Background: an optimization exercise with open tools, aiming at small area and a short achievable clock period. Do not read the settings as production practice.
Only simulation tests tie the RTL to the original design; equivalence was not proved.
No run shown here takes its clock network from TritonCTS; it comes from the design's own scripts or RTL.
No driver is modelled on the clock port, so clock power and skew are understated where the tree is cut down; a real chip needs a root buffer or a tree.
Power figures rest on the tool's default switching activity, not on a simulated workload.

<file path="flow/flow/run.sh">
#!/bin/bash
# standard synthesis and layout, except:
# - the port buffers are the smallest buffer instead of a delay cell,
# - the clock tree is a balanced two-level tree built by flow/clock_tree.tcl
#   (root buffer, one buffer per k-means cluster of flip-flops) in place of TritonCTS.
set -euo pipefail
export FLOW_CLOCK_TREE="8 sky130_fd_sc_hd__clkbuf_16 sky130_fd_sc_hd__clkbuf_16"
bash standard.sh SETUP_SLACK_MARGIN=6.4 "BUFFER_PORTS_ARGS=-buffer_cell sky130_fd_sc_hd__buf_1" \
  PRE_CTS_TCL=$PWD/flow/clock_tree.tcl finish > flow_make.log 2>&1
</file>
<file path="flow/flow/clock_tree.tcl">
# Two-level clock tree: the clock port drives one root buffer, which drives one
# buffer per cluster of flip-flops (clusters by k-means on placement).
proc my_clock_tree {nclusters rootcell leafcell} {
  set block [ord::get_db_block]
  set db [ord::get_db]
  set clknet [$block findNet clk]
  set sinks {}
  foreach it [$clknet getITerms] {
    lappend sinks $it
  }
  set pts {}
  foreach it $sinks {
    set b [[$it getInst] getBBox]
    lappend pts [list [expr {([$b xMin] + [$b xMax]) / 2.0}] [expr {([$b yMin] + [$b yMax]) / 2.0}]]
  }
  set n [llength $pts]
  # k-means, seeded by spreading over sorted x then y
  set cent {}
  set sorted [lsort -real -index 0 $pts]
  for {set k 0} {$k < $nclusters} {incr k} {
    lappend cent [lindex $sorted [expr {int(($k + 0.5) * $n / $nclusters)}]]
  }
  for {set iter 0} {$iter < 50} {incr iter} {
    set assign {}
    foreach p $pts {
      set best 0; set bd 1e30
      for {set k 0} {$k < $nclusters} {incr k} {
        set c [lindex $cent $k]
        set d [expr {abs([lindex $p 0] - [lindex $c 0]) + abs([lindex $p 1] - [lindex $c 1])}]
        if {$d < $bd} { set bd $d; set best $k }
      }
      lappend assign $best
    }
    set newc {}
    for {set k 0} {$k < $nclusters} {incr k} {
      set sx 0; set sy 0; set m 0
      foreach p $pts a $assign {
        if {$a == $k} { set sx [expr {$sx + [lindex $p 0]}]; set sy [expr {$sy + [lindex $p 1]}]; incr m }
      }
      if {$m > 0} { lappend newc [list [expr {$sx / $m}] [expr {$sy / $m}]] } else { lappend newc [lindex $cent $k] }
    }
    set cent $newc
  }
  set rmaster [$db findMaster $rootcell]
  set lmaster [$db findMaster $leafcell]
  # root buffer at the centre of the leaf buffers
  set rx 0; set ry 0
  foreach c $cent { set rx [expr {$rx + [lindex $c 0]}]; set ry [expr {$ry + [lindex $c 1]}] }
  set rx [expr {int($rx / $nclusters)}]; set ry [expr {int($ry / $nclusters)}]
  set root [odb::dbInst_create $block $rmaster "clkbuf_root"]
  $root setLocation $rx $ry
  $root setPlacementStatus PLACED
  set rootnet [odb::dbNet_create $block "clknet_root"]
  $rootnet setSigType CLOCK
  foreach it $sinks { $it disconnect }
  [$root findITerm A] connect $clknet
  [$root findITerm X] connect $rootnet
  for {set k 0} {$k < $nclusters} {incr k} {
    set c [lindex $cent $k]
    set leaf [odb::dbInst_create $block $lmaster "clkbuf_leaf_$k"]
    $leaf setLocation [expr {int([lindex $c 0])}] [expr {int([lindex $c 1])}]
    $leaf setPlacementStatus PLACED
    set net [odb::dbNet_create $block "clknet_leaf_$k"]
    $net setSigType CLOCK
    [$leaf findITerm A] connect $rootnet
    [$leaf findITerm X] connect $net
    foreach it $sinks a $assign {
      if {$a == $k} { $it connect $net }
    }
  }
}

# Used as ORFS's PRE_CTS_TCL hook: build the tree here, and leave the CTS step's
# clock_tree_synthesis call nothing to do.
if {[info exists ::env(FLOW_CLOCK_TREE)]} {
  my_clock_tree {*}$::env(FLOW_CLOCK_TREE)
  set_propagated_clock [all_clocks]
  proc clock_tree_synthesis {args} { puts "clock tree built by flow/clock_tree.tcl" }
}
</file>
<file path="flow/standard.sh">
#!/bin/bash
# synth_recipe.tcl (not shown) runs the flow's synth.tcl, then flattens the netlist and writes it again
# the make line also repeats each setting of config.mk as NAME=value (left out here)
make -C /OpenROAD-flow-scripts/flow DESIGN_CONFIG=/design/flow/config.mk WORK_HOME=/design/flow/orfs CLKGATE_MAP_FILE= SYNTH_SCRIPT=/design/flow/synth_recipe.tcl "${@:-finish}"
</file>
<file path="flow/config.mk">
export PLATFORM = sky130hd
export DESIGN_NAME = signedMultiplier16
export DESIGN_NICKNAME = signedMultiplier16
export VERILOG_FILES = /design/flow/design.v
export SDC_FILE = /design/flow/constraint.sdc
export NUM_CORES = 4
export LEC_CHECK = 0
export CAP_MARGIN = 20
export CORE_MARGIN = 2
export CORE_UTILIZATION = 65
export PLACE_DENSITY = 0.75
export SLEW_MARGIN = 20
export SYNTH_HIERARCHICAL = 1
export SYNTH_MINIMUM_KEEP_SIZE = 0
</file>
<file path="flow/constraint.sdc">
create_clock -name core_clock -period 8.8 [get_ports {clk}]
set_input_delay 1.7600 -clock core_clock [delete_from_list [all_inputs] [get_ports {clk}]]
set_output_delay 1.7600 -clock core_clock [all_outputs]
set_load 0.01 [all_outputs]
</file>
<file path="flow/design.v">
package multPkg;
  typedef logic signed [16-1:0] operandT;
  typedef logic signed [32-1:0] productT;
  typedef struct packed {
    logic one;
    logic two;
    logic neg;
  } boothT;
  function automatic boothT boothEncode(input logic hi, input logic mid, input logic lo);
    boothT d;
    d.one = mid ^ lo;
    d.two = (hi & ~mid & ~lo) | (~hi & mid & lo);
    d.neg = hi;
    boothEncode = d;
  endfunction
endpackage
module operandPrep (
  input  logic             clk,
  input  logic             rstN,
  input  multPkg::operandT opA,
  input  multPkg::operandT opB,
  input  logic             inValid,
  output logic [15:0]      aR,
  output logic [7:0]       oneR,
  output logic [7:0]       twoR,
  output logic [7:0]       negR,
  output logic             prepValid
);
  logic [16:0] bExt;
  logic [7:0]  one;
  logic [7:0]  two;
  logic [7:0]  neg;
  assign bExt = {opB, 1'b0};
  for (genvar i = 0; i < 8; i++)
  begin : genDigit
    assign {one[i], two[i], neg[i]} = multPkg::boothEncode(bExt[2 * i + 2], bExt[2 * i + 1], bExt[2 * i]);
  end
  always_ff @(posedge clk)
  begin
    prepValid <= rstN & inValid;
  end
  always_ff @(posedge clk)
  begin
    aR <= opA;
    oneR <= one;
    twoR <= two;
    negR <= neg;
  end
endmodule
module daddaTree8 (
  input  logic [15:0]   aR,
  input  logic [7:0]    oneR,
  input  logic [7:0]    twoR,
  input  logic [7:0]    negR,
  output logic [74-1:0] cutBits
);
  logic pp0_0, pp0_1, pp0_2, pp0_3, pp0_4, pp0_5, pp0_6, pp0_7, pp0_8, pp0_9;
  logic pp0_10, pp0_11, pp0_12, pp0_13, pp0_14, pp0_15, pp0_16, pp1_0, pp1_1, pp1_2;
  logic pp1_3, pp1_4, pp1_5, pp1_6, pp1_7, pp1_8, pp1_9, pp1_10, pp1_11, pp1_12;
  logic pp1_13, pp1_14, pp1_15, pp1_16, pp2_0, pp2_1, pp2_2, pp2_3, pp2_4, pp2_5;
  logic pp2_6, pp2_7, pp2_8, pp2_9, pp2_10, pp2_11, pp2_12, pp2_13, pp2_14, pp2_15;
  logic pp2_16, pp3_0, pp3_1, pp3_2, pp3_3, pp3_4, pp3_5, pp3_6, pp3_7, pp3_8;
  logic pp3_9, pp3_10, pp3_11, pp3_12, pp3_13, pp3_14, pp3_15, pp3_16, pp4_0, pp4_1;
  logic pp4_2, pp4_3, pp4_4, pp4_5, pp4_6, pp4_7, pp4_8, pp4_9, pp4_10, pp4_11;
  logic pp4_12, pp4_13, pp4_14, pp4_15, pp4_16, pp5_0, pp5_1, pp5_2, pp5_3, pp5_4;
  logic pp5_5, pp5_6, pp5_7, pp5_8, pp5_9, pp5_10, pp5_11, pp5_12, pp5_13, pp5_14;
  logic pp5_15, pp5_16, pp6_0, pp6_1, pp6_2, pp6_3, pp6_4, pp6_5, pp6_6, pp6_7;
  logic pp6_8, pp6_9, pp6_10, pp6_11, pp6_12, pp6_13, pp6_14, pp6_15, pp6_16, pp7_0;
  logic pp7_1, pp7_2, pp7_3, pp7_4, pp7_5, pp7_6, pp7_7, pp7_8, pp7_9, pp7_10;
  logic pp7_11, pp7_12, pp7_13, pp7_14, pp7_15, pp7_16, s1, k1, s2, k2;
  logic s3, k3, s4, k4, s5, k5, s6, k6, s7, k7;
  logic s8, k8, s9, k9, s10, k10, s11, k11, s12, k12;
  logic s13, k13, s14, k14, s15, k15, s16, k16, s17, k17;
  logic s18, k18, s19, k19, s20, k20, s21, k21, s22, k22;
  logic s23, k23, s24, k24, s25, k25, s26, k26, s27, k27;
  logic s28, k28, s29, k29, s30, k30, s31, k31, s32, k32;
  logic s33, k33, s34, k34, s35, k35, s36, k36, s37, k37;
  logic s38, k38, s39, k39, s40, k40, s41, k41, s42, k42;
  logic s43, k43, s44, k44, s45, k45, s46, k46, s47, k47;
  logic s48, k48, s49, k49, s50, k50, s51, k51, s52, k52;
  logic s53, k53, s54, k54, s55, k55, s56, k56, s57, k57;
  logic s58, k58, s59, k59, s60, k60, s61, k61, s62, k62;
  logic s63, k63, s64, k64, s65, k65, s66, k66, s67, k67;
  logic s68, k68, s69, k69, s70, k70, s71, k71, s72, k72;
  logic s73, k73, s74, k74, s75, k75, s76, k76, s77, k77;
  logic s78, k78, s79, k79, s80, k80, s81, k81, s82, k82;
  logic s83, k83, s84, k84, s85, k85, s86, k86, s87, k87;
  logic s88, k88, s89, k89, s90, k90, s91, k91, s92, k92;
  logic s93, k93, t94, g94, t95, g95, t96, g96, t105, g105;
  logic t106, g106, s107, k107, s108, k108, s109, k109, s110, k110;
  logic s111, k111, s112, k112;
  assign pp0_0 = ((oneR[0] & aR[0]) | (twoR[0] & 1'b0)) ^ negR[0];
  assign pp0_1 = ((oneR[0] & aR[1]) | (twoR[0] & aR[0])) ^ negR[0];
  assign pp0_2 = ((oneR[0] & aR[2]) | (twoR[0] & aR[1])) ^ negR[0];
  assign pp0_3 = ((oneR[0] & aR[3]) | (twoR[0] & aR[2])) ^ negR[0];
  assign pp0_4 = ((oneR[0] & aR[4]) | (twoR[0] & aR[3])) ^ negR[0];
  assign pp0_5 = ((oneR[0] & aR[5]) | (twoR[0] & aR[4])) ^ negR[0];
  assign pp0_6 = ((oneR[0] & aR[6]) | (twoR[0] & aR[5])) ^ negR[0];
  assign pp0_7 = ((oneR[0] & aR[7]) | (twoR[0] & aR[6])) ^ negR[0];
  assign pp0_8 = ((oneR[0] & aR[8]) | (twoR[0] & aR[7])) ^ negR[0];
  assign pp0_9 = ((oneR[0] & aR[9]) | (twoR[0] & aR[8])) ^ negR[0];
  assign pp0_10 = ((oneR[0] & aR[10]) | (twoR[0] & aR[9])) ^ negR[0];
  assign pp0_11 = ((oneR[0] & aR[11]) | (twoR[0] & aR[10])) ^ negR[0];
  assign pp0_12 = ((oneR[0] & aR[12]) | (twoR[0] & aR[11])) ^ negR[0];
  assign pp0_13 = ((oneR[0] & aR[13]) | (twoR[0] & aR[12])) ^ negR[0];
  assign pp0_14 = ((oneR[0] & aR[14]) | (twoR[0] & aR[13])) ^ negR[0];
  assign pp0_15 = ((oneR[0] & aR[15]) | (twoR[0] & aR[14])) ^ negR[0];
  assign pp0_16 = ~(((oneR[0] | twoR[0]) & aR[15]) ^ negR[0]);
  assign pp1_0 = ((oneR[1] & aR[0]) | (twoR[1] & 1'b0)) ^ negR[1];
  assign pp1_1 = ((oneR[1] & aR[1]) | (twoR[1] & aR[0])) ^ negR[1];
  assign pp1_2 = ((oneR[1] & aR[2]) | (twoR[1] & aR[1])) ^ negR[1];
  assign pp1_3 = ((oneR[1] & aR[3]) | (twoR[1] & aR[2])) ^ negR[1];
  assign pp1_4 = ((oneR[1] & aR[4]) | (twoR[1] & aR[3])) ^ negR[1];
  assign pp1_5 = ((oneR[1] & aR[5]) | (twoR[1] & aR[4])) ^ negR[1];
  assign pp1_6 = ((oneR[1] & aR[6]) | (twoR[1] & aR[5])) ^ negR[1];
  assign pp1_7 = ((oneR[1] & aR[7]) | (twoR[1] & aR[6])) ^ negR[1];
  assign pp1_8 = ((oneR[1] & aR[8]) | (twoR[1] & aR[7])) ^ negR[1];
  assign pp1_9 = ((oneR[1] & aR[9]) | (twoR[1] & aR[8])) ^ negR[1];
  assign pp1_10 = ((oneR[1] & aR[10]) | (twoR[1] & aR[9])) ^ negR[1];
  assign pp1_11 = ((oneR[1] & aR[11]) | (twoR[1] & aR[10])) ^ negR[1];
  assign pp1_12 = ((oneR[1] & aR[12]) | (twoR[1] & aR[11])) ^ negR[1];
  assign pp1_13 = ((oneR[1] & aR[13]) | (twoR[1] & aR[12])) ^ negR[1];
  assign pp1_14 = ((oneR[1] & aR[14]) | (twoR[1] & aR[13])) ^ negR[1];
  assign pp1_15 = ((oneR[1] & aR[15]) | (twoR[1] & aR[14])) ^ negR[1];
  assign pp1_16 = ~(((oneR[1] | twoR[1]) & aR[15]) ^ negR[1]);
  assign pp2_0 = ((oneR[2] & aR[0]) | (twoR[2] & 1'b0)) ^ negR[2];
  assign pp2_1 = ((oneR[2] & aR[1]) | (twoR[2] & aR[0])) ^ negR[2];
  assign pp2_2 = ((oneR[2] & aR[2]) | (twoR[2] & aR[1])) ^ negR[2];
  assign pp2_3 = ((oneR[2] & aR[3]) | (twoR[2] & aR[2])) ^ negR[2];
  assign pp2_4 = ((oneR[2] & aR[4]) | (twoR[2] & aR[3])) ^ negR[2];
  assign pp2_5 = ((oneR[2] & aR[5]) | (twoR[2] & aR[4])) ^ negR[2];
  assign pp2_6 = ((oneR[2] & aR[6]) | (twoR[2] & aR[5])) ^ negR[2];
  assign pp2_7 = ((oneR[2] & aR[7]) | (twoR[2] & aR[6])) ^ negR[2];
  assign pp2_8 = ((oneR[2] & aR[8]) | (twoR[2] & aR[7])) ^ negR[2];
  assign pp2_9 = ((oneR[2] & aR[9]) | (twoR[2] & aR[8])) ^ negR[2];
  assign pp2_10 = ((oneR[2] & aR[10]) | (twoR[2] & aR[9])) ^ negR[2];
  assign pp2_11 = ((oneR[2] & aR[11]) | (twoR[2] & aR[10])) ^ negR[2];
  assign pp2_12 = ((oneR[2] & aR[12]) | (twoR[2] & aR[11])) ^ negR[2];
  assign pp2_13 = ((oneR[2] & aR[13]) | (twoR[2] & aR[12])) ^ negR[2];
  assign pp2_14 = ((oneR[2] & aR[14]) | (twoR[2] & aR[13])) ^ negR[2];
  assign pp2_15 = ((oneR[2] & aR[15]) | (twoR[2] & aR[14])) ^ negR[2];
  assign pp2_16 = ~(((oneR[2] | twoR[2]) & aR[15]) ^ negR[2]);
  assign pp3_0 = ((oneR[3] & aR[0]) | (twoR[3] & 1'b0)) ^ negR[3];
  assign pp3_1 = ((oneR[3] & aR[1]) | (twoR[3] & aR[0])) ^ negR[3];
  assign pp3_2 = ((oneR[3] & aR[2]) | (twoR[3] & aR[1])) ^ negR[3];
  assign pp3_3 = ((oneR[3] & aR[3]) | (twoR[3] & aR[2])) ^ negR[3];
  assign pp3_4 = ((oneR[3] & aR[4]) | (twoR[3] & aR[3])) ^ negR[3];
  assign pp3_5 = ((oneR[3] & aR[5]) | (twoR[3] & aR[4])) ^ negR[3];
  assign pp3_6 = ((oneR[3] & aR[6]) | (twoR[3] & aR[5])) ^ negR[3];
  assign pp3_7 = ((oneR[3] & aR[7]) | (twoR[3] & aR[6])) ^ negR[3];
  assign pp3_8 = ((oneR[3] & aR[8]) | (twoR[3] & aR[7])) ^ negR[3];
  assign pp3_9 = ((oneR[3] & aR[9]) | (twoR[3] & aR[8])) ^ negR[3];
  assign pp3_10 = ((oneR[3] & aR[10]) | (twoR[3] & aR[9])) ^ negR[3];
  assign pp3_11 = ((oneR[3] & aR[11]) | (twoR[3] & aR[10])) ^ negR[3];
  assign pp3_12 = ((oneR[3] & aR[12]) | (twoR[3] & aR[11])) ^ negR[3];
  assign pp3_13 = ((oneR[3] & aR[13]) | (twoR[3] & aR[12])) ^ negR[3];
  assign pp3_14 = ((oneR[3] & aR[14]) | (twoR[3] & aR[13])) ^ negR[3];
  assign pp3_15 = ((oneR[3] & aR[15]) | (twoR[3] & aR[14])) ^ negR[3];
  assign pp3_16 = ~(((oneR[3] | twoR[3]) & aR[15]) ^ negR[3]);
  assign pp4_0 = ((oneR[4] & aR[0]) | (twoR[4] & 1'b0)) ^ negR[4];
  assign pp4_1 = ((oneR[4] & aR[1]) | (twoR[4] & aR[0])) ^ negR[4];
  assign pp4_2 = ((oneR[4] & aR[2]) | (twoR[4] & aR[1])) ^ negR[4];
  assign pp4_3 = ((oneR[4] & aR[3]) | (twoR[4] & aR[2])) ^ negR[4];
  assign pp4_4 = ((oneR[4] & aR[4]) | (twoR[4] & aR[3])) ^ negR[4];
  assign pp4_5 = ((oneR[4] & aR[5]) | (twoR[4] & aR[4])) ^ negR[4];
  assign pp4_6 = ((oneR[4] & aR[6]) | (twoR[4] & aR[5])) ^ negR[4];
  assign pp4_7 = ((oneR[4] & aR[7]) | (twoR[4] & aR[6])) ^ negR[4];
  assign pp4_8 = ((oneR[4] & aR[8]) | (twoR[4] & aR[7])) ^ negR[4];
  assign pp4_9 = ((oneR[4] & aR[9]) | (twoR[4] & aR[8])) ^ negR[4];
  assign pp4_10 = ((oneR[4] & aR[10]) | (twoR[4] & aR[9])) ^ negR[4];
  assign pp4_11 = ((oneR[4] & aR[11]) | (twoR[4] & aR[10])) ^ negR[4];
  assign pp4_12 = ((oneR[4] & aR[12]) | (twoR[4] & aR[11])) ^ negR[4];
  assign pp4_13 = ((oneR[4] & aR[13]) | (twoR[4] & aR[12])) ^ negR[4];
  assign pp4_14 = ((oneR[4] & aR[14]) | (twoR[4] & aR[13])) ^ negR[4];
  assign pp4_15 = ((oneR[4] & aR[15]) | (twoR[4] & aR[14])) ^ negR[4];
  assign pp4_16 = ~(((oneR[4] | twoR[4]) & aR[15]) ^ negR[4]);
  assign pp5_0 = ((oneR[5] & aR[0]) | (twoR[5] & 1'b0)) ^ negR[5];
  assign pp5_1 = ((oneR[5] & aR[1]) | (twoR[5] & aR[0])) ^ negR[5];
  assign pp5_2 = ((oneR[5] & aR[2]) | (twoR[5] & aR[1])) ^ negR[5];
  assign pp5_3 = ((oneR[5] & aR[3]) | (twoR[5] & aR[2])) ^ negR[5];
  assign pp5_4 = ((oneR[5] & aR[4]) | (twoR[5] & aR[3])) ^ negR[5];
  assign pp5_5 = ((oneR[5] & aR[5]) | (twoR[5] & aR[4])) ^ negR[5];
  assign pp5_6 = ((oneR[5] & aR[6]) | (twoR[5] & aR[5])) ^ negR[5];
  assign pp5_7 = ((oneR[5] & aR[7]) | (twoR[5] & aR[6])) ^ negR[5];
  assign pp5_8 = ((oneR[5] & aR[8]) | (twoR[5] & aR[7])) ^ negR[5];
  assign pp5_9 = ((oneR[5] & aR[9]) | (twoR[5] & aR[8])) ^ negR[5];
  assign pp5_10 = ((oneR[5] & aR[10]) | (twoR[5] & aR[9])) ^ negR[5];
  assign pp5_11 = ((oneR[5] & aR[11]) | (twoR[5] & aR[10])) ^ negR[5];
  assign pp5_12 = ((oneR[5] & aR[12]) | (twoR[5] & aR[11])) ^ negR[5];
  assign pp5_13 = ((oneR[5] & aR[13]) | (twoR[5] & aR[12])) ^ negR[5];
  assign pp5_14 = ((oneR[5] & aR[14]) | (twoR[5] & aR[13])) ^ negR[5];
  assign pp5_15 = ((oneR[5] & aR[15]) | (twoR[5] & aR[14])) ^ negR[5];
  assign pp5_16 = ~(((oneR[5] | twoR[5]) & aR[15]) ^ negR[5]);
  assign pp6_0 = ((oneR[6] & aR[0]) | (twoR[6] & 1'b0)) ^ negR[6];
  assign pp6_1 = ((oneR[6] & aR[1]) | (twoR[6] & aR[0])) ^ negR[6];
  assign pp6_2 = ((oneR[6] & aR[2]) | (twoR[6] & aR[1])) ^ negR[6];
  assign pp6_3 = ((oneR[6] & aR[3]) | (twoR[6] & aR[2])) ^ negR[6];
  assign pp6_4 = ((oneR[6] & aR[4]) | (twoR[6] & aR[3])) ^ negR[6];
  assign pp6_5 = ((oneR[6] & aR[5]) | (twoR[6] & aR[4])) ^ negR[6];
  assign pp6_6 = ((oneR[6] & aR[6]) | (twoR[6] & aR[5])) ^ negR[6];
  assign pp6_7 = ((oneR[6] & aR[7]) | (twoR[6] & aR[6])) ^ negR[6];
  assign pp6_8 = ((oneR[6] & aR[8]) | (twoR[6] & aR[7])) ^ negR[6];
  assign pp6_9 = ((oneR[6] & aR[9]) | (twoR[6] & aR[8])) ^ negR[6];
  assign pp6_10 = ((oneR[6] & aR[10]) | (twoR[6] & aR[9])) ^ negR[6];
  assign pp6_11 = ((oneR[6] & aR[11]) | (twoR[6] & aR[10])) ^ negR[6];
  assign pp6_12 = ((oneR[6] & aR[12]) | (twoR[6] & aR[11])) ^ negR[6];
  assign pp6_13 = ((oneR[6] & aR[13]) | (twoR[6] & aR[12])) ^ negR[6];
  assign pp6_14 = ((oneR[6] & aR[14]) | (twoR[6] & aR[13])) ^ negR[6];
  assign pp6_15 = ((oneR[6] & aR[15]) | (twoR[6] & aR[14])) ^ negR[6];
  assign pp6_16 = ~(((oneR[6] | twoR[6]) & aR[15]) ^ negR[6]);
  assign pp7_0 = ((oneR[7] & aR[0]) | (twoR[7] & 1'b0)) ^ negR[7];
  assign pp7_1 = ((oneR[7] & aR[1]) | (twoR[7] & aR[0])) ^ negR[7];
  assign pp7_2 = ((oneR[7] & aR[2]) | (twoR[7] & aR[1])) ^ negR[7];
  assign pp7_3 = ((oneR[7] & aR[3]) | (twoR[7] & aR[2])) ^ negR[7];
  assign pp7_4 = ((oneR[7] & aR[4]) | (twoR[7] & aR[3])) ^ negR[7];
  assign pp7_5 = ((oneR[7] & aR[5]) | (twoR[7] & aR[4])) ^ negR[7];
  assign pp7_6 = ((oneR[7] & aR[6]) | (twoR[7] & aR[5])) ^ negR[7];
  assign pp7_7 = ((oneR[7] & aR[7]) | (twoR[7] & aR[6])) ^ negR[7];
  assign pp7_8 = ((oneR[7] & aR[8]) | (twoR[7] & aR[7])) ^ negR[7];
  assign pp7_9 = ((oneR[7] & aR[9]) | (twoR[7] & aR[8])) ^ negR[7];
  assign pp7_10 = ((oneR[7] & aR[10]) | (twoR[7] & aR[9])) ^ negR[7];
  assign pp7_11 = ((oneR[7] & aR[11]) | (twoR[7] & aR[10])) ^ negR[7];
  assign pp7_12 = ((oneR[7] & aR[12]) | (twoR[7] & aR[11])) ^ negR[7];
  assign pp7_13 = ((oneR[7] & aR[13]) | (twoR[7] & aR[12])) ^ negR[7];
  assign pp7_14 = ((oneR[7] & aR[14]) | (twoR[7] & aR[13])) ^ negR[7];
  assign pp7_15 = ((oneR[7] & aR[15]) | (twoR[7] & aR[14])) ^ negR[7];
  assign pp7_16 = ~(((oneR[7] | twoR[7]) & aR[15]) ^ negR[7]);
  halfAdder us1 (.x(negR[5]), .y(pp0_10), .s(s1), .c(k1));
  halfAdder us2 (.x(pp0_11), .y(pp1_9), .s(s2), .c(k2));
  fullAdder us3 (.x(negR[6]), .y(pp0_12), .z(pp1_10), .s(s3), .c(k3));
  halfAdder us4 (.x(pp2_8), .y(pp3_6), .s(s4), .c(k4));
  fullAdder us5 (.x(pp0_13), .y(pp1_11), .z(pp2_9), .s(s5), .c(k5));
  halfAdder us6 (.x(pp3_7), .y(pp4_5), .s(s6), .c(k6));
  fullAdder us7 (.x(negR[7]), .y(pp0_14), .z(pp1_12), .s(s7), .c(k7));
  fullAdder us8 (.x(pp2_10), .y(pp3_8), .z(pp4_6), .s(s8), .c(k8));
  halfAdder us9 (.x(pp5_4), .y(pp6_2), .s(s9), .c(k9));
  fullAdder us10 (.x(pp0_15), .y(pp1_13), .z(pp2_11), .s(s10), .c(k10));
  fullAdder us11 (.x(pp3_9), .y(pp4_7), .z(pp5_5), .s(s11), .c(k11));
  halfAdder us12 (.x(pp6_3), .y(pp7_1), .s(s12), .c(k12));
  assign {k13, s13} = {(1'b1 & pp0_16) | (1'b1 & pp1_14) | (pp0_16 & pp1_14), 1'b1 ^ pp0_16 ^ pp1_14};
  fullAdder us14 (.x(pp2_12), .y(pp3_10), .z(pp4_8), .s(s14), .c(k14));
  fullAdder us15 (.x(pp5_6), .y(pp6_4), .z(pp7_2), .s(s15), .c(k15));
  assign {k16, s16} = {(1'b1 & pp1_15) | (1'b1 & pp2_13) | (pp1_15 & pp2_13), 1'b1 ^ pp1_15 ^ pp2_13};
  fullAdder us17 (.x(pp3_11), .y(pp4_9), .z(pp5_7), .s(s17), .c(k17));
  halfAdder us18 (.x(pp6_5), .y(pp7_3), .s(s18), .c(k18));
  fullAdder us19 (.x(pp1_16), .y(pp2_14), .z(pp3_12), .s(s19), .c(k19));
  fullAdder us20 (.x(pp4_10), .y(pp5_8), .z(pp6_6), .s(s20), .c(k20));
  assign {k21, s21} = {(1'b1 & pp2_15) | (1'b1 & pp3_13) | (pp2_15 & pp3_13), 1'b1 ^ pp2_15 ^ pp3_13};
  halfAdder us22 (.x(pp4_11), .y(pp5_9), .s(s22), .c(k22));
  fullAdder us23 (.x(pp2_16), .y(pp3_14), .z(pp4_12), .s(s23), .c(k23));
  assign {k24, s24} = {1'b1 & pp3_15, 1'b1 ^ pp3_15};
  halfAdder us25 (.x(negR[3]), .y(pp0_6), .s(s25), .c(k25));
  halfAdder us26 (.x(pp0_7), .y(pp1_5), .s(s26), .c(k26));
  fullAdder us27 (.x(negR[4]), .y(pp0_8), .z(pp1_6), .s(s27), .c(k27));
  halfAdder us28 (.x(pp2_4), .y(pp3_2), .s(s28), .c(k28));
  fullAdder us29 (.x(pp0_9), .y(pp1_7), .z(pp2_5), .s(s29), .c(k29));
  halfAdder us30 (.x(pp3_3), .y(pp4_1), .s(s30), .c(k30));
  fullAdder us31 (.x(pp1_8), .y(pp2_6), .z(pp3_4), .s(s31), .c(k31));
  fullAdder us32 (.x(pp4_2), .y(pp5_0), .z(s1), .s(s32), .c(k32));
  fullAdder us33 (.x(pp2_7), .y(pp3_5), .z(pp4_3), .s(s33), .c(k33));
  fullAdder us34 (.x(pp5_1), .y(k1), .z(s2), .s(s34), .c(k34));
  fullAdder us35 (.x(pp4_4), .y(pp5_2), .z(pp6_0), .s(s35), .c(k35));
  fullAdder us36 (.x(k2), .y(s4), .z(s3), .s(s36), .c(k36));
  fullAdder us37 (.x(pp5_3), .y(pp6_1), .z(k4), .s(s37), .c(k37));
  fullAdder us38 (.x(s6), .y(k3), .z(s5), .s(s38), .c(k38));
  fullAdder us39 (.x(pp7_0), .y(k6), .z(s9), .s(s39), .c(k39));
  fullAdder us40 (.x(k5), .y(s7), .z(s8), .s(s40), .c(k40));
  fullAdder us41 (.x(k9), .y(s12), .z(k7), .s(s41), .c(k41));
  fullAdder us42 (.x(k8), .y(s10), .z(s11), .s(s42), .c(k42));
  fullAdder us43 (.x(k12), .y(k10), .z(k11), .s(s43), .c(k43));
  fullAdder us44 (.x(s13), .y(s14), .z(s15), .s(s44), .c(k44));
  fullAdder us45 (.x(s18), .y(k13), .z(k14), .s(s45), .c(k45));
  fullAdder us46 (.x(k15), .y(s16), .z(s17), .s(s46), .c(k46));
  fullAdder us47 (.x(pp7_4), .y(k18), .z(k16), .s(s47), .c(k47));
  fullAdder us48 (.x(k17), .y(s19), .z(s20), .s(s48), .c(k48));
  fullAdder us49 (.x(pp6_7), .y(pp7_5), .z(s22), .s(s49), .c(k49));
  fullAdder us50 (.x(k19), .y(k20), .z(s21), .s(s50), .c(k50));
  fullAdder us51 (.x(pp5_10), .y(pp6_8), .z(pp7_6), .s(s51), .c(k51));
  fullAdder us52 (.x(k22), .y(k21), .z(s23), .s(s52), .c(k52));
  fullAdder us53 (.x(pp4_13), .y(pp5_11), .z(pp6_9), .s(s53), .c(k53));
  fullAdder us54 (.x(pp7_7), .y(s24), .z(k23), .s(s54), .c(k54));
  fullAdder us55 (.x(pp3_16), .y(pp4_14), .z(pp5_12), .s(s55), .c(k55));
  fullAdder us56 (.x(pp6_10), .y(pp7_8), .z(k24), .s(s56), .c(k56));
  assign {k57, s57} = {(1'b1 & pp4_15) | (1'b1 & pp5_13) | (pp4_15 & pp5_13), 1'b1 ^ pp4_15 ^ pp5_13};
  halfAdder us58 (.x(pp6_11), .y(pp7_9), .s(s58), .c(k58));
  fullAdder us59 (.x(pp4_16), .y(pp5_14), .z(pp6_12), .s(s59), .c(k59));
  assign {k60, s60} = {1'b1 & pp5_15, 1'b1 ^ pp5_15};
  halfAdder us61 (.x(negR[2]), .y(pp0_4), .s(s61), .c(k61));
  halfAdder us62 (.x(pp0_5), .y(pp1_3), .s(s62), .c(k62));
  fullAdder us63 (.x(pp1_4), .y(pp2_2), .z(pp3_0), .s(s63), .c(k63));
  fullAdder us64 (.x(pp2_3), .y(pp3_1), .z(k25), .s(s64), .c(k64));
  fullAdder us65 (.x(pp4_0), .y(k26), .z(s28), .s(s65), .c(k65));
  fullAdder us66 (.x(k28), .y(s30), .z(k27), .s(s66), .c(k66));
  fullAdder us67 (.x(k30), .y(k29), .z(s31), .s(s67), .c(k67));
  fullAdder us68 (.x(k31), .y(s33), .z(k32), .s(s68), .c(k68));
  fullAdder us69 (.x(k33), .y(s35), .z(k34), .s(s69), .c(k69));
  fullAdder us70 (.x(k35), .y(s37), .z(k36), .s(s70), .c(k70));
  fullAdder us71 (.x(k37), .y(s39), .z(k38), .s(s71), .c(k71));
  fullAdder us72 (.x(k39), .y(k40), .z(s41), .s(s72), .c(k72));
  fullAdder us73 (.x(k41), .y(k42), .z(s43), .s(s73), .c(k73));
  fullAdder us74 (.x(k43), .y(k44), .z(s45), .s(s74), .c(k74));
  fullAdder us75 (.x(k45), .y(k46), .z(s47), .s(s75), .c(k75));
  fullAdder us76 (.x(s49), .y(k47), .z(k48), .s(s76), .c(k76));
  fullAdder us77 (.x(s51), .y(k49), .z(k50), .s(s77), .c(k77));
  fullAdder us78 (.x(k51), .y(s53), .z(k52), .s(s78), .c(k78));
  fullAdder us79 (.x(k53), .y(s55), .z(s56), .s(s79), .c(k79));
  fullAdder us80 (.x(s58), .y(k55), .z(s57), .s(s80), .c(k80));
  fullAdder us81 (.x(pp7_10), .y(k58), .z(k57), .s(s81), .c(k81));
  fullAdder us82 (.x(pp6_13), .y(pp7_11), .z(s60), .s(s82), .c(k82));
  fullAdder us83 (.x(pp5_16), .y(pp6_14), .z(pp7_12), .s(s83), .c(k83));
  assign {k84, s84} = {1'b1 & pp6_15, 1'b1 ^ pp6_15};
  halfAdder us85 (.x(negR[1]), .y(pp0_2), .s(s85), .c(k85));
  halfAdder us86 (.x(pp0_3), .y(pp1_1), .s(s86), .c(k86));
  fullAdder us87 (.x(pp1_2), .y(pp2_0), .z(s61), .s(s87), .c(k87));
  fullAdder us88 (.x(pp2_1), .y(k61), .z(s62), .s(s88), .c(k88));
  fullAdder us89 (.x(k62), .y(s25), .z(s63), .s(s89), .c(k89));
  fullAdder us90 (.x(s26), .y(k63), .z(s64), .s(s90), .c(k90));
  fullAdder us91 (.x(s27), .y(k64), .z(s65), .s(s91), .c(k91));
  fullAdder us92 (.x(s29), .y(k65), .z(s66), .s(s92), .c(k92));
  fullAdder us93 (.x(s32), .y(k66), .z(s67), .s(s93), .c(k93));
  assign {g94, t94} = {s34 & k67, s34 ^ k67};
  assign {g95, t95} = {s36 & k68, s36 ^ k68};
  assign {g96, t96} = {s38 & k69, s38 ^ k69};
  assign {g105, t105} = {k54 & s79, k54 ^ s79};
  assign {g106, t106} = {k56 & s80, k56 ^ s80};
  fullAdder us107 (.x(s59), .y(k80), .z(s81), .s(s107), .c(k107));
  fullAdder us108 (.x(k59), .y(s82), .z(k81), .s(s108), .c(k108));
  fullAdder us109 (.x(k60), .y(s83), .z(k82), .s(s109), .c(k109));
  fullAdder us110 (.x(pp7_13), .y(s84), .z(k83), .s(s110), .c(k110));
  fullAdder us111 (.x(pp6_16), .y(pp7_14), .z(k84), .s(s111), .c(k111));
  assign {k112, s112} = {1'b1 & pp7_15, 1'b1 ^ pp7_15};
  assign cutBits[0] = s68;
  assign cutBits[1] = t94;
  assign cutBits[2] = g94;
  assign cutBits[3] = s69;
  assign cutBits[4] = t95;
  assign cutBits[5] = g95;
  assign cutBits[6] = s70;
  assign cutBits[7] = t96;
  assign cutBits[8] = g96;
  assign cutBits[9] = s40;
  assign cutBits[10] = k70;
  assign cutBits[11] = s71;
  assign cutBits[12] = s42;
  assign cutBits[13] = k71;
  assign cutBits[14] = s72;
  assign cutBits[15] = s44;
  assign cutBits[16] = k72;
  assign cutBits[17] = s73;
  assign cutBits[18] = s46;
  assign cutBits[19] = k73;
  assign cutBits[20] = s74;
  assign cutBits[21] = s48;
  assign cutBits[22] = k74;
  assign cutBits[23] = s75;
  assign cutBits[24] = s50;
  assign cutBits[25] = k75;
  assign cutBits[26] = s76;
  assign cutBits[27] = s52;
  assign cutBits[28] = k76;
  assign cutBits[29] = s77;
  assign cutBits[30] = s54;
  assign cutBits[31] = k77;
  assign cutBits[32] = s78;
  assign cutBits[33] = k78;
  assign cutBits[34] = t105;
  assign cutBits[35] = g105;
  assign cutBits[36] = k79;
  assign cutBits[37] = t106;
  assign cutBits[38] = g106;
  assign cutBits[39] = negR[0];
  assign cutBits[40] = pp0_0;
  assign cutBits[41] = pp0_1;
  assign cutBits[42] = s85;
  assign cutBits[43] = pp1_0;
  assign cutBits[44] = k85;
  assign cutBits[45] = s86;
  assign cutBits[46] = k86;
  assign cutBits[47] = s87;
  assign cutBits[48] = k87;
  assign cutBits[49] = s88;
  assign cutBits[50] = k88;
  assign cutBits[51] = s89;
  assign cutBits[52] = k89;
  assign cutBits[53] = s90;
  assign cutBits[54] = k90;
  assign cutBits[55] = s91;
  assign cutBits[56] = k91;
  assign cutBits[57] = s92;
  assign cutBits[58] = k92;
  assign cutBits[59] = s93;
  assign cutBits[60] = k93;
  assign cutBits[61] = s107;
  assign cutBits[62] = k107;
  assign cutBits[63] = s108;
  assign cutBits[64] = k108;
  assign cutBits[65] = s109;
  assign cutBits[66] = k109;
  assign cutBits[67] = s110;
  assign cutBits[68] = k110;
  assign cutBits[69] = s111;
  assign cutBits[70] = k111;
  assign cutBits[71] = s112;
  assign cutBits[72] = k112;
  assign cutBits[73] = pp7_16;
endmodule
module fullAdder (
  input  logic x,
  input  logic y,
  input  logic z,
  output logic s,
  output logic c
);
  assign s = x ^ y ^ z;
  assign c = (x & y) | (x & z) | (y & z);
endmodule
module halfAdder (
  input  logic x,
  input  logic y,
  output logic s,
  output logic c
);
  assign s = x ^ y;
  assign c = x & y;
endmodule
module productMerge (
  input  logic                      clk,
  input  logic                      rstN,
  input  logic [74-1:0]    cutBits,
  input  logic                      prepValid,
  output multPkg::productT          product,
  output logic                      outValid
);
  logic                      treeValid;
  logic [74-1:0]    cutR;
  logic [32-1:0] rowA;
  logic [32-1:0] rowB;
  logic s68, t94, g94, s69, t95, g95, s70, t96, g96, s40;
  logic k70, s71, s42, k71, s72, s44, k72, s73, s46, k73;
  logic s74, s48, k74, s75, s50, k75, s76, s52, k76, s77;
  logic s54, k77, s78, k78, t105, g105, k79, t106, g106, negR_0;
  logic pp0_0, pp0_1, s85, pp1_0, k85, s86, k86, s87, k87, s88;
  logic k88, s89, k89, s90, k90, s91, k91, s92, k92, s93;
  logic k93, s107, k107, s108, k108, s109, k109, s110, k110, s111;
  logic k111, s112, k112, pp7_16, s94, k94, s95, k95, s96, k96;
  logic s97, k97, s98, k98, s99, k99, s100, k100, s101, k101;
  logic s102, k102, s103, k103, s104, k104, s105, k105, s106, k106;
  always_ff @(posedge clk)
  begin
    treeValid <= rstN & prepValid;
    outValid  <= rstN & treeValid;
  end
  always_ff @(posedge clk)
  begin
    cutR    <= cutBits;
    product <= rowA + rowB;
  end
  assign s68 = cutR[0];
  assign t94 = cutR[1];
  assign g94 = cutR[2];
  assign s69 = cutR[3];
  assign t95 = cutR[4];
  assign g95 = cutR[5];
  assign s70 = cutR[6];
  assign t96 = cutR[7];
  assign g96 = cutR[8];
  assign s40 = cutR[9];
  assign k70 = cutR[10];
  assign s71 = cutR[11];
  assign s42 = cutR[12];
  assign k71 = cutR[13];
  assign s72 = cutR[14];
  assign s44 = cutR[15];
  assign k72 = cutR[16];
  assign s73 = cutR[17];
  assign s46 = cutR[18];
  assign k73 = cutR[19];
  assign s74 = cutR[20];
  assign s48 = cutR[21];
  assign k74 = cutR[22];
  assign s75 = cutR[23];
  assign s50 = cutR[24];
  assign k75 = cutR[25];
  assign s76 = cutR[26];
  assign s52 = cutR[27];
  assign k76 = cutR[28];
  assign s77 = cutR[29];
  assign s54 = cutR[30];
  assign k77 = cutR[31];
  assign s78 = cutR[32];
  assign k78 = cutR[33];
  assign t105 = cutR[34];
  assign g105 = cutR[35];
  assign k79 = cutR[36];
  assign t106 = cutR[37];
  assign g106 = cutR[38];
  assign negR_0 = cutR[39];
  assign pp0_0 = cutR[40];
  assign pp0_1 = cutR[41];
  assign s85 = cutR[42];
  assign pp1_0 = cutR[43];
  assign k85 = cutR[44];
  assign s86 = cutR[45];
  assign k86 = cutR[46];
  assign s87 = cutR[47];
  assign k87 = cutR[48];
  assign s88 = cutR[49];
  assign k88 = cutR[50];
  assign s89 = cutR[51];
  assign k89 = cutR[52];
  assign s90 = cutR[53];
  assign k90 = cutR[54];
  assign s91 = cutR[55];
  assign k91 = cutR[56];
  assign s92 = cutR[57];
  assign k92 = cutR[58];
  assign s93 = cutR[59];
  assign k93 = cutR[60];
  assign s107 = cutR[61];
  assign k107 = cutR[62];
  assign s108 = cutR[63];
  assign k108 = cutR[64];
  assign s109 = cutR[65];
  assign k109 = cutR[66];
  assign s110 = cutR[67];
  assign k110 = cutR[68];
  assign s111 = cutR[69];
  assign k111 = cutR[70];
  assign s112 = cutR[71];
  assign k112 = cutR[72];
  assign pp7_16 = cutR[73];
  assign s94 = t94 ^ s68;
  assign k94 = g94 | (t94 & s68);
  assign s95 = t95 ^ s69;
  assign k95 = g95 | (t95 & s69);
  assign s96 = t96 ^ s70;
  assign k96 = g96 | (t96 & s70);
  fullAdder us97 (.x(s40), .y(k70), .z(s71), .s(s97), .c(k97));
  fullAdder us98 (.x(s42), .y(k71), .z(s72), .s(s98), .c(k98));
  fullAdder us99 (.x(s44), .y(k72), .z(s73), .s(s99), .c(k99));
  fullAdder us100 (.x(s46), .y(k73), .z(s74), .s(s100), .c(k100));
  fullAdder us101 (.x(s48), .y(k74), .z(s75), .s(s101), .c(k101));
  fullAdder us102 (.x(s50), .y(k75), .z(s76), .s(s102), .c(k102));
  fullAdder us103 (.x(s52), .y(k76), .z(s77), .s(s103), .c(k103));
  fullAdder us104 (.x(s54), .y(k77), .z(s78), .s(s104), .c(k104));
  assign s105 = t105 ^ k78;
  assign k105 = g105 | (t105 & k78);
  assign s106 = t106 ^ k79;
  assign k106 = g106 | (t106 & k79);
  assign rowA[0] = negR_0;
  assign rowB[0] = pp0_0;
  assign rowA[1] = pp0_1;
  assign rowB[1] = 1'b0;
  assign rowA[2] = s85;
  assign rowB[2] = pp1_0;
  assign rowA[3] = k85;
  assign rowB[3] = s86;
  assign rowA[4] = k86;
  assign rowB[4] = s87;
  assign rowA[5] = k87;
  assign rowB[5] = s88;
  assign rowA[6] = k88;
  assign rowB[6] = s89;
  assign rowA[7] = k89;
  assign rowB[7] = s90;
  assign rowA[8] = k90;
  assign rowB[8] = s91;
  assign rowA[9] = k91;
  assign rowB[9] = s92;
  assign rowA[10] = k92;
  assign rowB[10] = s93;
  assign rowA[11] = k93;
  assign rowB[11] = s94;
  assign rowA[12] = k94;
  assign rowB[12] = s95;
  assign rowA[13] = k95;
  assign rowB[13] = s96;
  assign rowA[14] = k96;
  assign rowB[14] = s97;
  assign rowA[15] = k97;
  assign rowB[15] = s98;
  assign rowA[16] = k98;
  assign rowB[16] = s99;
  assign rowA[17] = k99;
  assign rowB[17] = s100;
  assign rowA[18] = k100;
  assign rowB[18] = s101;
  assign rowA[19] = k101;
  assign rowB[19] = s102;
  assign rowA[20] = k102;
  assign rowB[20] = s103;
  assign rowA[21] = k103;
  assign rowB[21] = s104;
  assign rowA[22] = k104;
  assign rowB[22] = s105;
  assign rowA[23] = k105;
  assign rowB[23] = s106;
  assign rowA[24] = k106;
  assign rowB[24] = s107;
  assign rowA[25] = k107;
  assign rowB[25] = s108;
  assign rowA[26] = k108;
  assign rowB[26] = s109;
  assign rowA[27] = k109;
  assign rowB[27] = s110;
  assign rowA[28] = k110;
  assign rowB[28] = s111;
  assign rowA[29] = k111;
  assign rowB[29] = s112;
  assign rowA[30] = k112;
  assign rowB[30] = pp7_16;
  assign rowA[31] = 1'b1;
  assign rowB[31] = 1'b0;
endmodule
module signedMultiplier16 (
  input  logic             clk,
  input  logic             rstN,
  input  multPkg::operandT opA,
  input  multPkg::operandT opB,
  input  logic             inValid,
  output multPkg::productT product,
  output logic             outValid
);
  logic [15:0]               aR;
  logic [7:0]                oneR;
  logic [7:0]                twoR;
  logic [7:0]                negR;
  logic                      prepValid;
  logic [74-1:0]     cutBits;
  operandPrep operandPrep_inst (
    .clk       (clk),
    .rstN      (rstN),
    .opA       (opA),
    .opB       (opB),
    .inValid   (inValid),
    .aR        (aR),
    .oneR      (oneR),
    .twoR      (twoR),
    .negR      (negR),
    .prepValid (prepValid)
  );
  daddaTree8 daddaTree8_inst (
    .aR   (aR),
    .oneR (oneR),
    .twoR (twoR),
    .negR (negR),
    .cutBits (cutBits)
  );
  productMerge productMerge_inst (
    .clk       (clk),
    .rstN      (rstN),
    .cutBits   (cutBits),
    .prepValid (prepValid),
    .product   (product),
    .outValid  (outValid)
  );
endmodule
</file>
==> results by group, run 1 <==
Outcome
  – Status: timing/DRC/antenna clean

Yosys
  – Post-synth top area cell: dfxtp_1
  – Gate Count Post-Synth: 978
  – Syn Area/Cell: 10.8 um2
  – Top FF cell, synth: dfxtp_1
  – Main combinational cell family by area after synthesis: adder cells
  – Async set-reset flop share out of synthesis: 0%
  – Top cell type's share of synthesized area: 28.2%
  – Yosys warnings: 8
  – Synth top area cells: dfxtp_1, fa_1, xnor2_1, a22oi_1, ha_1
  – Number of synthesized flops with an enable pin: 0
  – Post-Synth XOR/XNOR Area: 14.0%
  – Post-synthesis sequential area ratio: 28.2%
  – Seq cells post-synth: 149
  – Mux contribution to synthesized area: 0.498%
  – Post-Synth Simple-Gate Area: 5.08%
  – Synth Area in Compound Gates: 17.0%
  – Count of different cell masters after synthesis: 67
  – Synthesized area: 10600 um2
  – Synthesized Nets: 1158
  – Post-Synth Adder-Cell Area: 23.0%

Floorplan
  – FP Rows: 46
  – DIE WIDTH: 131 um
  – I/O Pins: 68
  – Die H: 131 um
  – Core area: 15900 um2
  – Die area: 17300 um2
  – Initial core utilization: 66.5%

Detailed routing
  – Drt pass-1 iters: 7
  – Highest routed layer: met4
  – Post-route ant nets: 0
  – M1 wire length: 10.4 mm
  – First-iteration detailed-routing DRC count: 851
  – DRT Wirelength: 24.0 mm
  – Met2 Wirelength: 10.6 mm
  – Residual DRC: 0
  – Wire per inst: 20.0 um
  – Via count: 7302
  – Vias per cell: 6.09
  – WL met3: 2.32 mm

Place
  – Port Buffers: 67
  – Routability Congestion: 0.918
  – Hpwl dp: 15.1 mm

Final layout
  – N_diodes: 0
  – Area Growth Syn to Fin: 10.2%
  – # fillers: 1112
  – Share of post-route cells with drive strength above 1: 31.0%
  – Nets: 1166

Timing
  – Final setup vio count: 0
  – Final Skew: 32.9 ps
  – Rel. slew slack: 74.1%
  – RSZ-0062 raised after global routing: yes
  – FMAX: 0.386 GHz
  – Tmin final: 2590 ps
  – Worst Max-Slew Pin Slew: 388 ps
  – Setup TNS: 0 ps
  – Final Slew Violations: 0
  – Hold Fails Final Rpt: 0
  – Fin crit share: 29.5%

Min path
  – Worst hold path class: register to register

Clocking
  – Clock Latency Late Sink: 400 ps
  – Worst-path clk slew: 100 ps
  – Post-cts hold buffer count: 0

Setup path
  – Max FO, Critical Path: 1
  – CP bufs+invs: 1
  – CP Launch Type: register
  – Setup CP Type: register to primary output
  – Critical Path RT: 7040 ps
  – Critical-path cell list: buf_2
  – Top delay family on crit path: flip-flops
  – Worst Path Arrival: 830 ps
  – CP max stage delay: 310 ps
  – Crit-path slowest cell: dfxtp_1
  – CP Capture Type: primary output

Job
  – Maximum Capacitance Violations: 0

Global routing
  – First-pass GRT wire length: 36.0 mm
  – GR Util All Layers: 25.3%
  – Initial antenna violation count: 0
  – Vias in the first global route: 6810
  – Pin count of the biggest net entering global routing: 28
  – Gr ovfl total: 0

Pwr
  – Overall power: 5.48 mW
  – LEAKAGE: 4.52 nW
  – Worst vdd ir: 336 uV
  – Power per cell area: 470 nW/um2
## per-layer routing
metal	vias to the layer above	track usage (%)
li1	3312	-
met1	3482	37.4
met2	441	39.4
met3	67	4.17
met4	0	5.01
met5	-	0
## layout make-up
type / instances / area [um2] / share of cell area (%)
buffer: 9 / 225 / 1.93
inverter: 17 / 63.8 / 0.548
multi-input combinational: 658 / 6890 / 59.2
sequential: 149 / 3140 / 27.0
tap: 216 / 270 / 2.32
timing repair buffer: 151 / 1050 / 9.05
## stage by stage
stage	worst slack [ps]	hold slack [ps]	instances	instance area, um2	util, %
floorplan	6340	406	978	10700	-
global placement	5900	410	1109	10000	62.9
detailed placement	5850	414	1109	10000	62.9
CTS	6200	430	1136	10800	68.0
global route	6160	432	1200	11600	73.3
finish	6210	426	1200	11600	73.3
## registers in the layout, indices dropped and copies added, names as in the netlist
name	cells
productMerge_inst.outValid	1
operandPrep_inst.twoR	8
operandPrep_inst.aR	16
operandPrep_inst.prepValid	1
productMerge_inst.product	32
productMerge_inst.cutR	74
productMerge_inst.treeValid	1
operandPrep_inst.negR	8
operandPrep_inst.oneR	8
## synth_stat cells (4+ instances only)
library cell / count
xnor2_1: 137
nand2_1: 25
o21ai_0: 22
and2_1: 5
a211oi_1: 4
a31oi_1: 4
buf_2: 18
clkbuf_1: 4
ha_1: 63
nor2_1: 15
dfxtp_1: 149
a21o_1: 14
inv_1: 17
or2_2: 5
a21oi_1: 34
buf_4: 95
o21bai_1: 6
and3_1: 5
a22oi_2: 13
nor2b_1: 4
xor2_1: 32
nand3b_1: 6
o21ai_1: 4
nand4_1: 7
a22oi_1: 108
fa_1: 82
buf_6: 32
o21a_1: 4
nand2b_1: 10
## cells by family (layout without fill, tap and decap cells)
logic type | after synthesis | after routing
DFF | 149 | 149
buffers and inverters | 171 | 177
adders and majority gates | 145 | 145
muxes | 5 | 5
and+or+nand+nor | 98 | 98
xor gates and xnor gates | 169 | 169
AOI/OAI and AO/OA | 241 | 241
## power by group
part | internal, mW | switching (mW)
clock | 0.182 | 0.205
combinational | 1.97 | 1.99
sequential | 0.965 | 0.164
total | 3.11 | 2.36
## Yosys stat by module, one instance, submodules excluded, excerpt
module	flops+latches	cell area [um2]	times used	cells
operandPrep	41	1020	1	71
halfAdder	0	12.5	17	1
productMerge	108	4100	1	370
daddaTree8	0	3580	1	438
fullAdder	0	20.0	82	1
## placed cells by master, fill, tap and decap left out, drive strengths merged, types with 2 or more instances in the layout
master / count
mux2i: 3
ha: 63
buf: 150
a221oi: 2
clkbuf: 10
dfxtp: 149
a211oi: 5
a21oi: 35
xor2: 32
and2: 5
nand2b: 10
a31oi: 4
inv: 17
o21bai: 7
mux2: 2
or2: 5
nand3: 2
nor2b: 4
a21o: 14
nand4: 7
o21ai: 28
nor2: 15
a211o: 4
fa: 82
and3: 6
and4: 2
o22ai: 2
o21a: 5
xnor2: 137
a41oi: 2
a22oi: 121
nor3: 3
nand3b: 6
nand2: 26
o31ai: 2
nor4b: 2
## worst paths after layout
| kind | start | end | slack (ps) | depth (start not counted) |
|---|---|---|---|---|
| worst min register to register | operandPrep_inst.prepValid$_DFF_P_ | productMerge_inst.treeValid$_DFF_P_ | 430 | 1 |
| worst min-delay path | operandPrep_inst.prepValid$_DFF_P_ | productMerge_inst.treeValid$_DFF_P_ | 430 | 1 |
| worst max-delay path | productMerge_inst.product[1]$_DFF_P_ | product[1] | 6210 | 1 |
| worst max register to register | productMerge_inst.cutR[17]$_DFF_P_ | productMerge_inst.product[28]$_DFF_P_ | 6260 | 9 |
## what timing repair did
| item | 4_1_cts | 5_1_grt |
|---|---|---|
| resized for setup | 152 | 81 |
| setup endpoints to repair | 96 | 63 |
| setup buffers | 18 | 64 |
| pin swaps | 33 | 57 |
==> inputs of run 2 (changes only) <==
--- a/flow/flow/run.sh
+++ b/flow/flow/run.sh
@@ -7,3 +7,3 @@
 export FLOW_CLOCK_TREE="8 sky130_fd_sc_hd__clkbuf_16 sky130_fd_sc_hd__clkbuf_16"
-bash standard.sh SETUP_SLACK_MARGIN=6.4 "BUFFER_PORTS_ARGS=-buffer_cell sky130_fd_sc_hd__buf_1" \
+bash standard.sh SETUP_SLACK_MARGIN=6.0 "BUFFER_PORTS_ARGS=-buffer_cell sky130_fd_sc_hd__buf_1" \
   PRE_CTS_TCL=$PWD/flow/clock_tree.tcl finish > flow_make.log 2>&1
==> run 2 against run 1 <==
- clock power about the same
- flip-flop and latch count unchanged
- wire length decreased by 13%
- critical path type is now register to register
- largest cell class unchanged
==> results by group, run 2 <==
Detailed routing
  – Wire per inst: 18.7 um
  – First-iteration detailed-routing DRC count: 652
  – Post-route ant nets: 0
  – Residual DRC: 0
  – Vias per cell: 5.92
  – Via count: 6626
  – DRT Wirelength: 20.9 mm
  – Drt pass-1 iters: 5

Setup path
  – Cell mode on critical path: fa_1
  – Critical Path RT: 9150 ps
  – Crit-path slowest cell: dfxtp_1
  – CP Launch Type: register
  – Worst r2r src: operandPrep_inst.aR[2]$_DFF_P_
  – Worst Path Arrival: 3060 ps
  – Reg2Reg Setup Slack: 6090 ps
  – CP max stage delay: 810 ps
  – Critical-path cell list: a22oi_1, xnor2_1, fa_1, fa_1, fa_1
  – Max FO, Critical Path: 16
  – FF-to-FF End: productMerge_inst.cutR[20]$_DFF_P_
  – Worst reg2reg path depth: 5
  – CP Capture Type: register
  – Setup CP Type: register to register

Timing
  – Hold Fails Final Rpt: 0
  – Tmin final: 2710 ps
  – Setup TNS: 0 ps
  – Worst Max-Slew Pin Slew: 748 ps
  – Final setup vio count: 0
  – Final Skew: 44.3 ps
  – FMAX: 0.369 GHz
  – RSZ-0062 raised after global routing: yes
  – Fin crit share: 30.8%
  – Rel. slew slack: 50.1%
  – Final Slew Violations: 0

Floorplan
  – Initial core utilization: 66.5%
  – Die H: 131 um
  – I/O Pins: 68
  – DIE WIDTH: 131 um
  – Core area: 15900 um2
  – FP Rows: 46
  – Die area: 17300 um2

Yosys
  – Async set-reset flop share out of synthesis: 0%
  – Synthesized area: 10600 um2
  – Seq cells post-synth: 149
  – Mux contribution to synthesized area: 0.498%
  – Post-Synth Simple-Gate Area: 5.08%
  – Synth Area in Compound Gates: 17.0%
  – Post-Synth XOR/XNOR Area: 14.0%
  – Top cell type's share of synthesized area: 28.2%
  – Gate Count Post-Synth: 978
  – Syn Area/Cell: 10.8 um2
  – Count of different cell masters after synthesis: 67
  – Yosys warnings: 8
  – Post-synthesis sequential area ratio: 28.2%
  – Synthesized Nets: 1158
  – Synth top area cells: dfxtp_1, fa_1, xnor2_1, a22oi_1, ha_1
  – Post-Synth Adder-Cell Area: 23.0%
  – Top FF cell, synth: dfxtp_1
  – Main combinational cell family by area after synthesis: adder cells
  – Top cells by count, synth: dfxtp_1, xnor2_1, a22oi_1, buf_4, fa_1
  – Post-synth top area cell: dfxtp_1
  – Count leader, synth: dfxtp_1
  – Number of synthesized flops with an enable pin: 0

Pwr
  – Logic pwr share: 65.7%
  – Clk pwr share: 8.8%
  – LEAKAGE: 3.93 nW
  – Sw Share: 43.9%
  – Overall power: 4.40 mW
  – Net Switching: 1.93 mW
  – Internal power: 2.47 mW
  – Sequential power share: 25.4%
  – Power per cell area: 429 nW/um2
  – Worst vdd ir: 216 uV

Place
  – Routability Congestion: 0.905
  – Port Buffers: 67
  – Post-placement cell count: 1110
  – Hpwl dp: 14.9 mm

Final layout
  – N_diodes: 0
  – Largest registers: productMerge_inst.cutR x74, productMerge_inst.product x32, operandPrep_inst.aR x16
  – Most common cell after layout, fill and taps aside: xnor2_1
  – Nets: 1086
  – Reg with most FFs: productMerge_inst.cutR
  – Max reg flops: 74
  – Share of post-route cells with drive strength above 1: 9.96%
  – Fin cells: 1120
  – Area Growth Syn to Fin: -2.76%
  – Most frequent cells in the layout: xnor2_1, dfxtp_1, a22oi_1, fa_1, buf_1

Outcome
  – Status: timing/DRC/antenna clean

Clocking
  – Worst-path clk slew: 100 ps
  – Clock Latency Late Sink: 400 ps

Global routing
  – M2 GR Usage: 37.0%
  – Met1 Use GR: 36.4%
  – Busiest grt layer: met2
  – Vias in the first global route: 6435
  – First-pass GRT wire length: 34.2 mm
  – GR Util All Layers: 23.9%
  – Gr ovfl total: 0
  – Pin count of the biggest net entering global routing: 30
  – Met3 usage: 3.05%
  – Initial antenna violation count: 0

Job
  – Maximum Capacitance Violations: 0

Min path
  – Worst hold path class: register to register
  – Worst Hold Launch: operandPrep_inst.prepValid$_DFF_P_
  – Hold Path End: productMerge_inst.treeValid$_DFF_P_
  – Worst Hold Depth: 1
run 2: metal layers:
metal  vias to the layer above  wire, um
li1                       3151         -
met1                      3148      9810
met2                       281      9120
met3                        46      1500
met4                         0       503
met5                         -         0
run 2: power groups by stage:
stage                     logic (mW)  clock network [mW]  registers, mW
after detailed placement        2.66                   0           1.13
after CTS                       2.68               0.403           1.11
after floorplan                 2.47                   0           1.09
final                           2.89               0.389           1.12
after global routing            3.24               0.431           1.14
after global placement          2.61                   0           1.12
run 2: metrics by stage:
stage                     hold slack, ps  utilization [%]  instance area, um2  setup WS, ps
final                                429             64.7               10300          6090
after global routing                 449             64.7               10300          5950
after CTS                            435             63.8               10100          5970
after detailed placement             416             62.2                9890          5840
after global placement               414             62.2                9890          5880
after floorplan                      406                -               10600          6260
run 2: per-module statistics from Yosys, one instance, submodules excluded, excerpt:
module        flops+latches  cell area, um2  cells  copies in the design
daddaTree8                0            3580    438                     1
fullAdder                 0            20.0      1                    82
halfAdder                 0            12.5      1                    17
operandPrep              41            1020     71                     1
productMerge            108            4100    370                     1
run 2: kinds of logic (layout without fill, tap and decap cells):
| family | Yosys count | after routing |
|---|---|---|
| buf+inv | 171 | 97 |
| xor+xnor | 169 | 169 |
| compound gates | 241 | 241 |
| mux | 5 | 5 |
| simple gates | 98 | 98 |
| flops | 149 | 149 |
| fa+ha+maj | 145 | 145 |
run 2: cell type report:
cell class	count	area, um2
repair buffers	71	282
well taps	216	270
plain buffers	9	225
multi-input cells	658	6410
inverters	17	63.8
flip-flops and latches	149	3020
fillers	1316	5610
run 2: how the worst max path moves through the flow:
stage | cells past startpoint | start | slack (ps) | end
2_1_floorplan | 8 | operandPrep_inst.oneR[3]$_DFF_P_ | 6260 | productMerge_inst.cutR[59]$_DFF_P_
3_3_place_gp | 4 | operandPrep_inst.negR[3]$_DFF_P_ | 5880 | productMerge_inst.cutR[20]$_DFF_P_
3_5_place_dp | 4 | operandPrep_inst.negR[3]$_DFF_P_ | 5840 | productMerge_inst.cutR[14]$_DFF_P_
4_1_cts | 5 | operandPrep_inst.aR[14]$_DFF_P_ | 5970 | productMerge_inst.cutR[14]$_DFF_P_
5_1_grt | 9 | productMerge_inst.cutR[25]$_DFF_P_ | 5950 | productMerge_inst.product[26]$_DFF_P_
6_report | 5 | operandPrep_inst.aR[2]$_DFF_P_ | 6090 | productMerge_inst.cutR[20]$_DFF_P_
run 2: timing repair:
item | 4_1_cts | 5_1_grt
endpoints found under the hold margin | 0 | 0
gates resized for setup | 9 | 43
setup endpoints to repair | 25 | 27
buffers inserted | 0 | 1
hold buffers | 0 | 0
pin swaps | 0 | 2
run 2: worst max-delay path: cells and delay by family, from the launching register on:
| kind | cells | cell delay, ps |
|---|---|---|
| adder cells (fa/ha/maj) | 3 | 1450 |
| flip-flops | 1 | 810 |
| XOR/XNOR | 1 | 240 |
| AO/OA/AOI/OAI | 1 | 180 |
==> inputs of run 3 (changes only) <==
--- a/flow/flow/run.sh
+++ b/flow/flow/run.sh
@@ -7,3 +7,3 @@
 export FLOW_CLOCK_TREE="8 sky130_fd_sc_hd__clkbuf_16 sky130_fd_sc_hd__clkbuf_16"
-bash standard.sh SETUP_SLACK_MARGIN=6.0 "BUFFER_PORTS_ARGS=-buffer_cell sky130_fd_sc_hd__buf_1" \
+bash standard.sh SETUP_SLACK_MARGIN=6.15 "BUFFER_PORTS_ARGS=-buffer_cell sky130_fd_sc_hd__buf_1" \
   PRE_CTS_TCL=$PWD/flow/clock_tree.tcl finish > flow_make.log 2>&1
==> run 3 against run 2 <==
- global-route usage grew 0.16 points
- fmax up 3.3%
- design area rose by 0.95%
- synthesized area did not move
- sequential share of layout area down 0.13 points
- via count is 0.27% lower
- critical endpoint is now productMerge_inst.product[30]$_DFF_P_
- utilization is 0.61 points higher
- sequential power about the same
- critical path type unchanged
- combinational power increased by 5%
- critical path depth up 4
- highest routed layer unchanged
==> results by group, run 3 <==
Yosys
  – Synth top area cells: dfxtp_1, fa_1, xnor2_1, a22oi_1, ha_1
  – Count leader, synth: dfxtp_1
  – Syn Area/Cell: 10.8 um2
  – Async set-reset flop share out of synthesis: 0%
  – Yosys warnings: 8
  – Top FF cell, synth: dfxtp_1
  – Post-synthesis sequential area ratio: 28.2%
  – Synthesized area: 10600 um2
  – Post-synth top area cell: dfxtp_1
  – Top cell type's share of synthesized area: 28.2%
  – Gate Count Post-Synth: 978
  – Seq cells post-synth: 149
  – Count of different cell masters after synthesis: 67
  – Synthesized Nets: 1158
  – Number of synthesized flops with an enable pin: 0
  – Top cells by count, synth: dfxtp_1, xnor2_1, a22oi_1, buf_4, fa_1

Global routing
  – Vias in the first global route: 6479
  – First-pass GRT wire length: 34.4 mm
  – Initial antenna violation count: 0
  – Gr ovfl total: 0
  – Pin count of the biggest net entering global routing: 30
  – GR Util All Layers: 24.1%

Timing
  – RSZ-0062 raised after global routing: yes
  – Final setup vio count: 0
  – Hold Fails Final Rpt: 0
  – Rel. slew slack: 57.3%
  – Tmin final: 2620 ps
  – Worst Max-Slew Pin Slew: 641 ps
  – FMAX: 0.381 GHz
  – Setup TNS: 0 ps
  – Final Slew Violations: 0
  – Fin crit share: 29.8%
  – Final Skew: 43.9 ps

Floorplan
  – Core area: 15900 um2
  – FP Rows: 46
  – Die area: 17300 um2
  – Die H: 131 um
  – DIE WIDTH: 131 um
  – Initial core utilization: 66.5%
  – I/O Pins: 68

Pwr
  – LEAKAGE: 3.96 nW
  – Power per cell area: 438 nW/um2
  – Overall power: 4.54 mW
  – Worst vdd ir: 251 uV

Detailed routing
  – First-iteration detailed-routing DRC count: 644
  – M1 wire length: 9.92 mm
  – Post-route ant nets: 0
  – WL met3: 1.53 mm
  – Met2 Wirelength: 9.19 mm
  – Wire per inst: 18.8 um
  – DRT Wirelength: 21.1 mm
  – Vias per cell: 5.88
  – Highest routed layer: met4
  – Residual DRC: 0
  – Drt pass-1 iters: 5
  – Via count: 6608

Setup path
  – CP max stage delay: 480 ps
  – Setup CP Type: register to register
  – CP Capture Type: register
  – Crit-path slowest cell: fa_1
  – Max FO, Critical Path: 9
  – CP Launch Type: register
  – Worst Path Arrival: 2960 ps
  – Top delay family on crit path: adder cells
  – Critical Path RT: 9130 ps
  – Critical-path cell list: fa_1, ha_4, and4_1, and2b_1, nand2_1, o21ai_1, a21oi_2, o31ai_2, xor2_1
  – CP bufs+invs: 0

Place
  – Post-placement cell count: 1110
  – Port Buffers: 67
  – Hpwl dp: 14.9 mm
  – Routability Congestion: 0.905

Min path
  – Worst hold path class: register to register

Final layout
  – Nets: 1089
  – Most common cell after layout, fill and taps aside: xnor2_1
  – Multi-input gate area: 6460 um2
  – N_diodes: 0
  – Share of post-route cells with drive strength above 1: 12.8%
  – Fin cells: 1123
  – Reg with most FFs: productMerge_inst.cutR
  – Max reg flops: 74
  – Seq. cell area: 3040 um2
  – # fillers: 1296
  – Area Growth Syn to Fin: -1.84%
  – Largest registers: productMerge_inst.cutR x74, productMerge_inst.product x32, operandPrep_inst.aR x16
  – Most frequent cells in the layout: xnor2_1, a22oi_1, dfxtp_1, fa_1, buf_1

Clocking
  – Post-cts hold buffer count: 0
  – Clock Latency Late Sink: 400 ps
  – Worst-path clk slew: 100 ps

Outcome
  – Status: timing/DRC/antenna clean

Job
  – Maximum Capacitance Violations: 0
[run 3: cell counts after synthesis]
Identical to the previous run, type by type.
[run 3: stage by stage]
| stage | utilization [%] | worst slack (ps) | hold slack, ps | area [um2] |
|---|---|---|---|---|
| global placement | 62.2 | 5880 | 414 | 9890 |
| floorplan | - | 6260 | 406 | 10600 |
| detailed placement | 62.2 | 5840 | 416 | 9890 |
| finish | 65.3 | 6180 | 429 | 10400 |
| CTS | 64.4 | 6150 | 435 | 10200 |
| global route | 65.3 | 6070 | 449 | 10400 |
[run 3: cell type report]
cell class,count,share of cell area (%)
Sequential cell,149,29.3
Buffer,9,2.17
Inverter,17,0.615
Tap cell,216,2.61
Multi-Input combinational cell,658,62.3
Timing Repair Buffer,74,2.99
[run 3: power by group]
part	switching, mW	internal [mW]
Combinational	1.62	1.41
Sequential	0.160	0.964
Clock	0.208	0.182
Total	1.99	2.55
[run 3: per-module statistics from Yosys, one instance, submodules excluded, a selection]
module        area (um2)  flip-flops and latches
halfAdder           12.5                       0
fullAdder           20.0                       0
operandPrep         1020                      41
daddaTree8          3580                       0
productMerge        4100                     108
[run 3: cells by family after synthesis]
logic type                 after synthesis  synth area share (%)
DFF                                    149                  28.2
adders and majority gates              145                  23.0
and+or+nand+nor                         98                  5.08
AOI/OAI and AO/OA                      241                  17.0
muxes                                    5                 0.498
xor gates and xnor gates               169                  14.0
buffers and inverters                  171                  12.2
[run 3: routing by layer]
layer  global-route usage, %  vias to the layer above
li1                        -                     3155
met1                    36.7                     3145
met2                    36.9                      274
met3                    3.09                       34
met4                    4.77                        0
met5                       0                        -
[run 3: repair_timing]
| item | CTS | global route |
|---|---|---|
| cloned | 0 | 0 |
| gates resized for setup | 48 | 32 |
| setup endpoints to repair | 41 | 25 |
| pin swaps | 1 | 9 |
| setup buffers | 1 | 3 |
[run 3: worst paths after layout]
path                                                    startpoint                                    end  slack (ps)  depth (start not counted)
worst max-delay path            productMerge_inst.cutR[14]$_DFF_P_  productMerge_inst.product[30]$_DFF_P_        6180                          9
worst min-delay path            operandPrep_inst.prepValid$_DFF_P_    productMerge_inst.treeValid$_DFF_P_         430                          1
worst max register to register  productMerge_inst.cutR[14]$_DFF_P_  productMerge_inst.product[30]$_DFF_P_        6180                          9
worst min register to register  operandPrep_inst.prepValid$_DFF_P_    productMerge_inst.treeValid$_DFF_P_         430                          1

Setup slack of run 3, layout unchanged: 6.176 ns with ideal ports, 6.159 ns with driving cells assumed (clock clkbuf_16, inputs buf_2), 6.176 ns with port delays also shifted by the 0.421 ns mid clock arrival.
